Context: an optimization exercise on an open-source flow, tuned for small area and a short achievable clock period. The choices shown serve that exercise and are no tape-out recipe.
In this exercise RTL edits were held to simulation tests only and were not proved equivalent to the original.
Power is estimated from default activity; no workload was simulated.

## rvExecSlice
module rvExecSlice (
    input  logic        clk,
    input  logic        rstN,
    input  logic        instValid,
    input  logic [31:0] instWord,
    input  logic [31:0] pc,
    input  logic [31:0] rs1Data,
    input  logic [31:0] rs2Data,
    output logic        resValid,
    output logic [4:0]  resRd,
    output logic        resRegWrite,
    output logic [31:0] resWbValue,
    output logic        resMemRead,
    output logic        resMemWrite,
    output logic [31:0] resMemAddr,
    output logic [1:0]  resMemSize,
    output logic        resBranchTaken,
    output logic [31:0] resNextPc,
    output logic        resHalt
);
For scale: about 2600 cells after synthesis, roughly 340 flip-flops, roughly 240 I/O pins, ~18000 µm² of cells after synthesis.
export LEC_CHECK = 0
export ABC_AREA = 1
export CAP_MARGIN = 20
export CORE_MARGIN = 2
export CORE_UTILIZATION = 40
export CTS_BUF_LIST = sky130_fd_sc_hd__clkbuf_16
export CTS_CLUSTER_DIAMETER = 80
export CTS_CLUSTER_SIZE = 24
export SETUP_SLACK_MARGIN = 3.0
export SLEW_MARGIN = 20
create_clock -name core_clock -period 5.0 [get_ports {clk}]
standard.sh (not shown) runs the stock make flow with config.mk's settings and CLKGATE_MAP_FILE= SYNTH_SCRIPT=/design/flow/synth_recipe.tcl, a recipe that flattens the netlist after the stock synthesis.
==> flow/flow/run.sh <==
#!/bin/bash
# Standard ORFS layout with these changes:
#  - input ports are buffered with buf_1, output ports with buf_2 (after global
#    placement, flow/outbuf.tcl), instead of the default delay buffer
#  - the ABC area recipe (ABC_AREA=1) is replaced by flow/abc_area.script;
#    this only changes the mapping of combinational logic, the registers are
#    those of the standard synthesis
set -e
rm -rf scripts_abc
cp -r "$FLOW_HOME/scripts" scripts_abc
cp flow/abc_area.script scripts_abc/abc_area.script
bash standard.sh SCRIPTS_DIR="$PWD/scripts_abc" \
    BUFFER_PORTS_ARGS="-inputs -buffer_cell sky130_fd_sc_hd__buf_1" \
    POST_GLOBAL_PLACE_TCL="$PWD/flow/outbuf.tcl" finish > standard.log 2>&1
==> flow/flow/abc_area.script <==
strash
dch
map -B 0.5
topo
stime -c
buffer -c
upsize -c
dnsize -c
==> flow/flow/outbuf.tcl <==
# outputs get buf_2 port buffers; the inputs got buf_1 ones before global placement
buffer_ports -outputs -buffer_cell sky130_fd_sc_hd__buf_2
estimate_parasitics -placement
Next try:
==> flow/flow/run.sh (replaced) <==
#!/bin/bash
# Standard ORFS layout with two changes:
#  - ports are buffered with buf_2 instead of the default delay buffer
#  - the ABC area recipe (ABC_AREA=1) is replaced by flow/abc_area.script;
#    this only changes the mapping of combinational logic, the registers are
#    those of the standard synthesis
set -e
rm -rf scripts_abc
cp -r "$FLOW_HOME/scripts" scripts_abc
cp flow/abc_area.script scripts_abc/abc_area.script
bash standard.sh SCRIPTS_DIR="$PWD/scripts_abc" \
    BUFFER_PORTS_ARGS="-buffer_cell sky130_fd_sc_hd__buf_2" finish > standard.log 2>&1
--- a/flow/config.mk
+++ b/flow/config.mk
@@ -10,7 +10,6 @@
 export CORE_MARGIN = 2
 export CORE_UTILIZATION = 40
-export CTS_BUF_LIST = sky130_fd_sc_hd__clkbuf_16
-export CTS_CLUSTER_DIAMETER = 80
-export CTS_CLUSTER_SIZE = 24
-export SETUP_SLACK_MARGIN = 3.0
+export CTS_CLUSTER_DIAMETER = 60
+export CTS_CLUSTER_SIZE = 30
+export SETUP_SLACK_MARGIN = 2.5
 export SLEW_MARGIN = 20
removed: flow/flow/outbuf.tcl
The new run went through all stages and came out clean.
Count of clock-buffer cells in the layout rose by 5.
Power fell by 0.63%.
Setup slack is worse by 380 ps.
Cell area fell by 14%.
Global-route usage fell by 0.67 points.
Core utilization fell by 7.4 points.
Sequential share of layout area rose by 3.7 points.
Combinational power fell by 21%.
Next try:
==> flow/flow/run.sh (replaced) <==
#!/bin/bash
# Standard ORFS layout with these changes:
#  - input ports are buffered with buf_1, output ports with buf_2 (after global
#    placement, flow/outbuf.tcl), instead of the default delay buffer
#  - the ABC area recipe (ABC_AREA=1) is replaced by flow/abc_area.script;
#    this only changes the mapping of combinational logic, the registers are
#    those of the standard synthesis
set -e
rm -rf scripts_abc
cp -r "$FLOW_HOME/scripts" scripts_abc
cp flow/abc_area.script scripts_abc/abc_area.script
bash standard.sh SCRIPTS_DIR="$PWD/scripts_abc" \
    BUFFER_PORTS_ARGS="-inputs -buffer_cell sky130_fd_sc_hd__buf_1" \
    POST_GLOBAL_PLACE_TCL="$PWD/flow/outbuf.tcl" finish > standard.log 2>&1
==> flow/flow/outbuf.tcl (new file) <==
# outputs get buf_2 port buffers; the inputs got buf_1 ones before global placement
buffer_ports -outputs -buffer_cell sky130_fd_sc_hd__buf_2
estimate_parasitics -placement
--- a/flow/config.mk
+++ b/flow/config.mk
@@ -10,6 +10,7 @@
 export CORE_MARGIN = 2
 export CORE_UTILIZATION = 40
-export CTS_CLUSTER_DIAMETER = 60
-export CTS_CLUSTER_SIZE = 30
-export SETUP_SLACK_MARGIN = 2.5
+export CTS_BUF_LIST = sky130_fd_sc_hd__clkbuf_16
+export CTS_CLUSTER_DIAMETER = 90
+export CTS_CLUSTER_SIZE = 28
+export SETUP_SLACK_MARGIN = 2.8
 export SLEW_MARGIN = 20
Effect: Total power went down by a little under a tenth; area after synthesis stays the same; cell area went up slightly; cell count went up slightly; die area stays the same; clock skew went down by 11 ps; non-clock buffer count went up by 29; worst hold slack gains 25 ps; wire length went up slightly.
Next try:
==> flow/flow/run.sh (replaced) <==
#!/bin/bash
# Standard ORFS layout with two changes:
#  - ports are buffered with buf_2 instead of the default delay buffer
#  - the ABC area recipe (ABC_AREA=1) is replaced by flow/abc_area.script;
#    this only changes the mapping of combinational logic, the registers are
#    those of the standard synthesis
set -e
rm -rf scripts_abc
cp -r "$FLOW_HOME/scripts" scripts_abc
cp flow/abc_area.script scripts_abc/abc_area.script
bash standard.sh SCRIPTS_DIR="$PWD/scripts_abc" \
    BUFFER_PORTS_ARGS="-buffer_cell sky130_fd_sc_hd__buf_2" finish > standard.log 2>&1
--- a/flow/config.mk
+++ b/flow/config.mk
@@ -11,6 +11,6 @@
 export CORE_UTILIZATION = 40
 export CTS_BUF_LIST = sky130_fd_sc_hd__clkbuf_16
-export CTS_CLUSTER_DIAMETER = 90
-export CTS_CLUSTER_SIZE = 28
+export CTS_CLUSTER_DIAMETER = 80
+export CTS_CLUSTER_SIZE = 24
 export SETUP_SLACK_MARGIN = 2.8
 export SLEW_MARGIN = 20
removed: flow/flow/outbuf.tcl
Effect: Area after synthesis does not change; design area climbs by 1.7%; core utilization increases by 0.81 points; sequential power is about the same; maximum frequency rose by 0.69%.
Next try:
==> flow/flow/run.sh (replaced) <==
#!/bin/bash
# Standard ORFS layout with these changes:
#  - input ports are buffered with buf_1, output ports with buf_2 (after global
#    placement, flow/outbuf.tcl), instead of the default delay buffer
#  - the ABC area recipe (ABC_AREA=1) is replaced by flow/abc_area.script;
#    this only changes the mapping of combinational logic, the registers are
#    those of the standard synthesis
set -e
rm -rf scripts_abc
cp -r "$FLOW_HOME/scripts" scripts_abc
cp flow/abc_area.script scripts_abc/abc_area.script
bash standard.sh SCRIPTS_DIR="$PWD/scripts_abc" \
    BUFFER_PORTS_ARGS="-inputs -buffer_cell sky130_fd_sc_hd__buf_1" \
    POST_GLOBAL_PLACE_TCL="$PWD/flow/outbuf.tcl" finish > standard.log 2>&1
==> flow/flow/outbuf.tcl (new file) <==
# outputs get buf_2 port buffers; the inputs got buf_1 ones before global placement
buffer_ports -outputs -buffer_cell sky130_fd_sc_hd__buf_2
estimate_parasitics -placement
--- a/flow/config.mk
+++ b/flow/config.mk
@@ -9,5 +9,5 @@
 export CAP_MARGIN = 20
 export CORE_MARGIN = 2
-export CORE_UTILIZATION = 40
+export CORE_UTILIZATION = 52
 export CTS_BUF_LIST = sky130_fd_sc_hd__clkbuf_16
 export CTS_CLUSTER_DIAMETER = 80
Combinational power decreases by about 2%.
Hold slack gains 54 ps.
Routed wire length decreases by 5.2%.
Global-route usage increases by 6.4 points.
Final cell count decreases by 4.2%.
Power decreases by 6.7%.
Cell area decreases by 2.3%.
Clock-buffer cell count decreases by 5.

## what the ideal ports hide
How much do the figures lean on ideal ports? The routed layouts below were timed once more, with nothing changed but the port constraints. Step 1 (the two cells are an assumption about what drives the block):
set clk [get_ports {clk}]
set_driving_cell -lib_cell sky130_fd_sc_hd__clkbuf_16 $clk
set_driving_cell -lib_cell sky130_fd_sc_hd__buf_2 [delete_from_list [all_inputs] $clk]
Step 2 times the ports against the registers' clock, not the clock port: input delays grow and output delays shrink by t, the midpoint of the rising clock arrivals with the driver on. Three values: no drivers, after step 1, after step 2; two values: the first two.
run | t (ns) | setup WS [ns] | slew at the worst register clock pin (ns) | worst slew at a driven data input, ns | pins driven straight from the clock port
the first run | 0.625 | 2.908 / 2.863 / 2.424 | 0.09 / 0.09 | 0.05 | 1
the second run | 0.643 | 2.529 / 2.529 / 2.056 | 0.10 / 0.10 | 0.05 | 1
the third run | 0.607 | 2.727 / 2.727 / 2.280 | 0.11 / 0.11 | 0.04 | 1
the fourth run | 0.631 | 2.742 / 2.742 / 2.295 | 0.10 / 0.10 | 0.05 | 1
the fifth run | 0.589 | 2.730 / 2.730 / 2.285 | 0.10 / 0.10 | 0.04 | 1
After both steps every run listed still meets setup and hold. For the first run, which loses most, drivers alone change the setup slack by -0.045 ns; drivers and shift together by -0.484 ns.
